Source: an optimization exercise on an open RTL-to-GDS flow (aim: small area and a short achievable clock period). Production flows keep margins and buffers that such runs may drop.

==> module xgmii_frame_parser, before the edit <==
module xgmii_frame_parser
(
    input  logic        clk,
    input  logic        inv_aresetn,
    input  logic [63:0] xgmii_data_i,
    input  logic [7:0]  xgmii_ctrl_i,
    output logic [63:0] word_o,
    output logic        word_start_o,
    output logic [2:0]  check_lane_o,
    input  logic        crc_match_i,
    output logic [63:0] axis_tdata_o,
    output logic [7:0]  axis_tkeep_o,
    output logic        axis_tvalid_o,
    output logic        axis_tlast_o,
    output logic        axis_tuser_o,
    output logic [10:0] words_o,
    output logic [2:0]  len_lo_o
);
    typedef enum logic [1:0] {
        ST_IDLE,
        ST_DATA,
        ST_TAIL
    } state_t;
    logic [63:0] data_mask;
    logic        is_sfd_lane;
    logic [7:0]  is_term;
    logic [2:0]  term_lane;
    logic        to_tail;
    always_comb begin
        for (int i = 0; i < xgmii_rx_pkg::LANES; i++) begin
            data_mask[8*i +: 8] = {8{(i == 0 || i == 4 || !xgmii_ctrl_i[i]) && (i >= 4 || !to_tail)}};
            is_term[i] = (xgmii_data_i[8*i +: 8] == xgmii_rx_pkg::XGMII_TERM);
        end
    end
    assign is_sfd_lane = (xgmii_data_i[7:0] == xgmii_rx_pkg::XGMII_START) && !inv_aresetn;
    always_comb begin
        term_lane = '0;
        for (int i = xgmii_rx_pkg::LANES - 1; i >= 0; i--) begin
            if (xgmii_ctrl_i[i]) begin
                term_lane = 3'(i);
            end
        end
    end
    logic [7:0]  w_ctrl8_q;
    logic [7:0]  w_is_term_q;
    logic [2:0]  w_lane_q;
    logic        w_start_lane_q;
    logic        w_start_q;
    logic [63:0] w_data_q;
    logic [63:0] hold_q;
    always_ff @(posedge clk) begin
        w_data_q    <= xgmii_data_i & data_mask;
        w_ctrl8_q   <= xgmii_ctrl_i;
        w_is_term_q <= is_term;
        w_lane_q    <= to_tail ? w_lane_q : term_lane;
        w_start_lane_q <= is_sfd_lane;
        hold_q      <= w_data_q;
    end
    logic        w_ctrl_q;
    logic        w_term_ok_q;
    assign w_ctrl_q    = |w_ctrl8_q;
    assign w_start_q   = w_start_lane_q && (w_ctrl8_q == 8'h01);
    assign w_term_ok_q = w_is_term_q[w_lane_q] && ((w_ctrl8_q >> w_lane_q) == (8'hFF >> w_lane_q));
    assign word_o       = w_data_q;
    assign word_start_o = w_start_q;
    state_t      state_q;
    state_t      state_d;
    logic        held_vld_q;
    logic        held_vld_d;
    logic        tail_ok_q;
    logic [10:0] words_q;
    logic [10:0] words_d;
    logic [2:0]  len_lo_q;
    logic        cnt_inc_q;
    logic        cnt_first_q;
    logic        cnt_zero_q;
    logic        good;
    logic        tvalid_d;
    logic        tlast_d;
    logic [7:0]  tkeep_d;
    logic        tuser_d;
    logic [2:0]  len_lo_d;
    assign check_lane_o = w_lane_q;
    assign good         = crc_match_i && ((state_q == ST_TAIL) ? tail_ok_q : w_term_ok_q);
    assign to_tail      = (state_d == ST_TAIL);
    assign words_o  = words_q;
    assign len_lo_o = len_lo_q;
    always_comb begin
        state_d    = state_q;
        held_vld_d = held_vld_q;
        tvalid_d   = 1'b0;
        tlast_d    = 1'b0;
        tkeep_d    = 8'hFF;
        tuser_d    = good;
        len_lo_d   = 3'd4;
        case (state_q)
            ST_IDLE: begin
                if (w_start_q) begin
                    state_d    = ST_DATA;
                    held_vld_d = 1'b0;
                end
            end
            ST_DATA: begin
                if (!w_ctrl_q) begin
                    tvalid_d   = held_vld_q;
                    held_vld_d = 1'b1;
                end else begin
                    held_vld_d = 1'b0;
                    state_d    = ST_IDLE;
                    tvalid_d   = held_vld_q;
                    if (!w_term_ok_q) begin
                        tlast_d = 1'b1;
                    end else if (w_lane_q < 3'd4) begin
                        tlast_d = 1'b1;
                        tkeep_d  = 8'hFF >> (3'd4 - w_lane_q);
                        len_lo_d = w_lane_q;
                    end else if (w_lane_q == 3'd4) begin
                        tlast_d = 1'b1;
                    end else begin
                        state_d = ST_TAIL;
                    end
                end
            end
            ST_TAIL: begin
                tvalid_d   = 1'b1;
                tlast_d    = 1'b1;
                tkeep_d    = 8'hFF >> (4'd12 - {1'b0, w_lane_q});
                len_lo_d   = w_lane_q;
                held_vld_d = 1'b0;
                state_d    = w_start_q ? ST_DATA : ST_IDLE;
            end
            default: begin
                state_d = ST_IDLE;
            end
        endcase
    end
    always_comb begin
        if (cnt_inc_q) begin
            words_d = cnt_first_q ? 11'd1 : words_q + 11'd1;
        end else if (cnt_zero_q) begin
            words_d = '0;
        end else begin
            words_d = words_q;
        end
    end
    always_ff @(posedge clk) begin
        axis_tdata_o <= hold_q;
        axis_tkeep_o <= tkeep_d;
        axis_tlast_o <= tlast_d;
        words_q      <= words_d;
        cnt_inc_q    <= (state_q == ST_DATA) && !w_ctrl_q;
        cnt_first_q  <= !held_vld_q;
        cnt_zero_q   <= (state_q == ST_DATA) && w_ctrl_q && !held_vld_q;
        tail_ok_q    <= w_term_ok_q;
        axis_tuser_o <= tuser_d;
        if (tvalid_d && tlast_d) begin
            len_lo_q <= len_lo_d;
        end
        if (inv_aresetn) begin
            state_q       <= ST_IDLE;
            held_vld_q    <= 1'b0;
            axis_tvalid_o <= 1'b0;
        end else begin
            state_q       <= state_d;
            held_vld_q    <= held_vld_d;
            axis_tvalid_o <= tvalid_d;
        end
    end
endmodule
==> flow/config.mk <==
export PLATFORM = sky130hd
export DESIGN_NAME = xgmii_rx_top
export DESIGN_NICKNAME = xgmii_rx_top
export VERILOG_FILES = /design/flow/design.v
export SDC_FILE = /design/flow/constraint.sdc
export NUM_CORES = 4
export LEC_CHECK = 0
export CAP_MARGIN = 20
export CORE_MARGIN = 2
export CORE_UTILIZATION = 55
export CTS_CLUSTER_DIAMETER = 120
export CTS_CLUSTER_SIZE = 25
export SLEW_MARGIN = 20
export SYNTH_HIERARCHICAL = 1
export BUFFER_PORTS_ARGS = -buffer_cell sky130_fd_sc_hd__buf_1
export SETUP_SLACK_MARGIN = 7.25
==> flow/constraint.sdc <==
create_clock -name core_clock -period 10.5 [get_ports {clk}]
set_input_delay 2.1000 -clock core_clock [delete_from_list [all_inputs] [get_ports {clk}]]
set_output_delay 2.1000 -clock core_clock [all_outputs]
set_load 0.01 [all_outputs]
standard.sh (not shown) runs the stock make flow with config.mk's settings and CLKGATE_MAP_FILE= SYNTH_SCRIPT=/design/flow/synth_recipe.tcl, a recipe that flattens the netlist after the stock synthesis.
==> flow/flow/run.sh <==
#!/bin/bash
# Standard layout (settings from config.mk via config.mk) plus the settings
# in flow/extra.mk: plain buf_1 port buffers instead of the default
# delay-cell buffers, and a larger setup margin for timing repair.
set -e
cp config.mk config_in.log
cat flow/extra.mk >> config.mk
bash standard.sh > standard.log 2>&1
==> flow/flow/extra.mk <==
export BUFFER_PORTS_ARGS = -buffer_cell sky130_fd_sc_hd__buf_1
export SETUP_SLACK_MARGIN = 7.25
The first run passed the timing, DRC and antenna checks.
Rerun with:
--- a/flow/design.v
+++ b/flow/design.v
@@ -49,12 +49,13 @@
     output logic        axis_tuser_o,
     output logic [10:0] words_o,
     output logic [2:0]  len_lo_o
 );
     typedef enum logic [1:0] {
         ST_IDLE,
+        ST_FIRST,
         ST_DATA,
         ST_TAIL
     } state_t;
     logic [63:0] data_mask;
     logic        is_sfd_lane;
     logic [7:0]  is_term;
@@ -96,55 +97,51 @@
     assign w_start_q   = w_start_lane_q && (w_ctrl8_q == 8'h01);
     assign w_term_ok_q = w_is_term_q[w_lane_q] && ((w_ctrl8_q >> w_lane_q) == (8'hFF >> w_lane_q));
     assign word_o       = w_data_q;
     assign word_start_o = w_start_q;
     state_t      state_q;
     state_t      state_d;
-    logic        held_vld_q;
-    logic        held_vld_d;
-    logic        tail_ok_q;
+    logic        held_vld;
     logic [10:0] words_q;
     logic [10:0] words_d;
     logic [2:0]  len_lo_q;
     logic        cnt_inc_q;
-    logic        cnt_first_q;
-    logic        cnt_zero_q;
+    logic        cnt_clr_q;
+    logic [10:0] words_tgl;
     logic        good;
     logic        tvalid_d;
     logic        tlast_d;
     logic [7:0]  tkeep_d;
     logic        tuser_d;
     logic [2:0]  len_lo_d;
     assign check_lane_o = w_lane_q;
-    assign good         = crc_match_i && ((state_q == ST_TAIL) ? tail_ok_q : w_term_ok_q);
+    assign held_vld     = (state_q == ST_DATA);
+    assign good         = crc_match_i && ((state_q == ST_TAIL) || w_term_ok_q);
     assign to_tail      = (state_d == ST_TAIL);
     assign words_o  = words_q;
     assign len_lo_o = len_lo_q;
     always_comb begin
         state_d    = state_q;
-        held_vld_d = held_vld_q;
         tvalid_d   = 1'b0;
         tlast_d    = 1'b0;
         tkeep_d    = 8'hFF;
         tuser_d    = good;
         len_lo_d   = 3'd4;
         case (state_q)
             ST_IDLE: begin
                 if (w_start_q) begin
-                    state_d    = ST_DATA;
-                    held_vld_d = 1'b0;
+                    state_d = ST_FIRST;
                 end
             end
-            ST_DATA: begin
+            ST_FIRST, ST_DATA: begin
                 if (!w_ctrl_q) begin
-                    tvalid_d   = held_vld_q;
-                    held_vld_d = 1'b1;
+                    tvalid_d = held_vld;
+                    state_d  = ST_DATA;
                 end else begin
-                    held_vld_d = 1'b0;
                     state_d    = ST_IDLE;
-                    tvalid_d   = held_vld_q;
+                    tvalid_d   = held_vld;
                     if (!w_term_ok_q) begin
                         tlast_d = 1'b1;
                     end else if (w_lane_q < 3'd4) begin
                         tlast_d = 1'b1;
                         tkeep_d  = 8'hFF >> (3'd4 - w_lane_q);
                         len_lo_d = w_lane_q;
@@ -157,49 +154,42 @@
             end
             ST_TAIL: begin
                 tvalid_d   = 1'b1;
                 tlast_d    = 1'b1;
                 tkeep_d    = 8'hFF >> (4'd12 - {1'b0, w_lane_q});
                 len_lo_d   = w_lane_q;
-                held_vld_d = 1'b0;
-                state_d    = w_start_q ? ST_DATA : ST_IDLE;
+                state_d    = w_start_q ? ST_FIRST : ST_IDLE;
             end
             default: begin
                 state_d = ST_IDLE;
             end
         endcase
     end
     always_comb begin
-        if (cnt_inc_q) begin
-            words_d = cnt_first_q ? 11'd1 : words_q + 11'd1;
-        end else if (cnt_zero_q) begin
-            words_d = '0;
-        end else begin
-            words_d = words_q;
+        words_tgl[0] = cnt_inc_q;
+        for (int i = 1; i < 11; i++) begin
+            words_tgl[i] = words_tgl[i-1] & words_q[i-1];
         end
+        words_d = cnt_clr_q ? {10'd0, cnt_inc_q} : (words_q ^ words_tgl);
     end
     always_ff @(posedge clk) begin
         axis_tdata_o <= hold_q;
         axis_tkeep_o <= tkeep_d;
         axis_tlast_o <= tlast_d;
         words_q      <= words_d;
-        cnt_inc_q    <= (state_q == ST_DATA) && !w_ctrl_q;
-        cnt_first_q  <= !held_vld_q;
-        cnt_zero_q   <= (state_q == ST_DATA) && w_ctrl_q && !held_vld_q;
-        tail_ok_q    <= w_term_ok_q;
+        cnt_inc_q    <= (state_q == ST_FIRST || state_q == ST_DATA) && !w_ctrl_q;
+        cnt_clr_q    <= (state_q == ST_FIRST);
         axis_tuser_o <= tuser_d;
         if (tvalid_d && tlast_d) begin
             len_lo_q <= len_lo_d;
         end
         if (inv_aresetn) begin
             state_q       <= ST_IDLE;
-            held_vld_q    <= 1'b0;
             axis_tvalid_o <= 1'b0;
         end else begin
             state_q       <= state_d;
-            held_vld_q    <= held_vld_d;
             axis_tvalid_o <= tvalid_d;
         end
     end
 endmodule
 `timescale 1ns/100ps
 module xgmii_crc_check
=>
- The changed run finished with timing, DRC and antenna clean
- critical path depth falls by 1
- cell count fell by a few percent
- final area went down by a few percent
- die area went down by a few percent
- non-clock buffer count fell by 9
- worst setup slack is better by 0.039 ns
- maximum frequency came out higher slightly
- sequential share of layout area increases by 0.31 points
- global-route usage rose by 0.63 points
- synthesized area drops by a few percent
No functional check of the RTL was part of any run of this note.

==> afterwards: timing with drivers on the ports <==
No port has a modelled driver above. Below, the same layouts with a new extraction and two added sets of constraints. Step 1: set_driving_cell puts a clkbuf_16 on clk and a buf_2 on each other input, an assumption about the parent block. Step 2 times the ports against the registers' clock, not the clock port: input delays grow and output delays shrink by t, the midpoint of the rising clock arrivals with the driver on. a / b / c = ideal ports / drivers / drivers and shift; a / b = the first two.
| run | shift t [ns] | slack for setup (ns) | worst register clock-pin slew, ns | worst data-port slew with drivers (ns) |
|---|---|---|---|---|
| the first run | 0.552 | 7.260 / 7.259 / 7.235 | 0.10 / 0.10 | 0.05 |
| the second run | 0.553 | 7.300 / 7.248 / 7.128 | 0.10 / 0.10 | 0.05 |
After both steps every run listed still meets setup and hold. The setup slack of the second run, which loses most, moves by -0.052 ns with the drivers and by -0.172 ns with both steps.
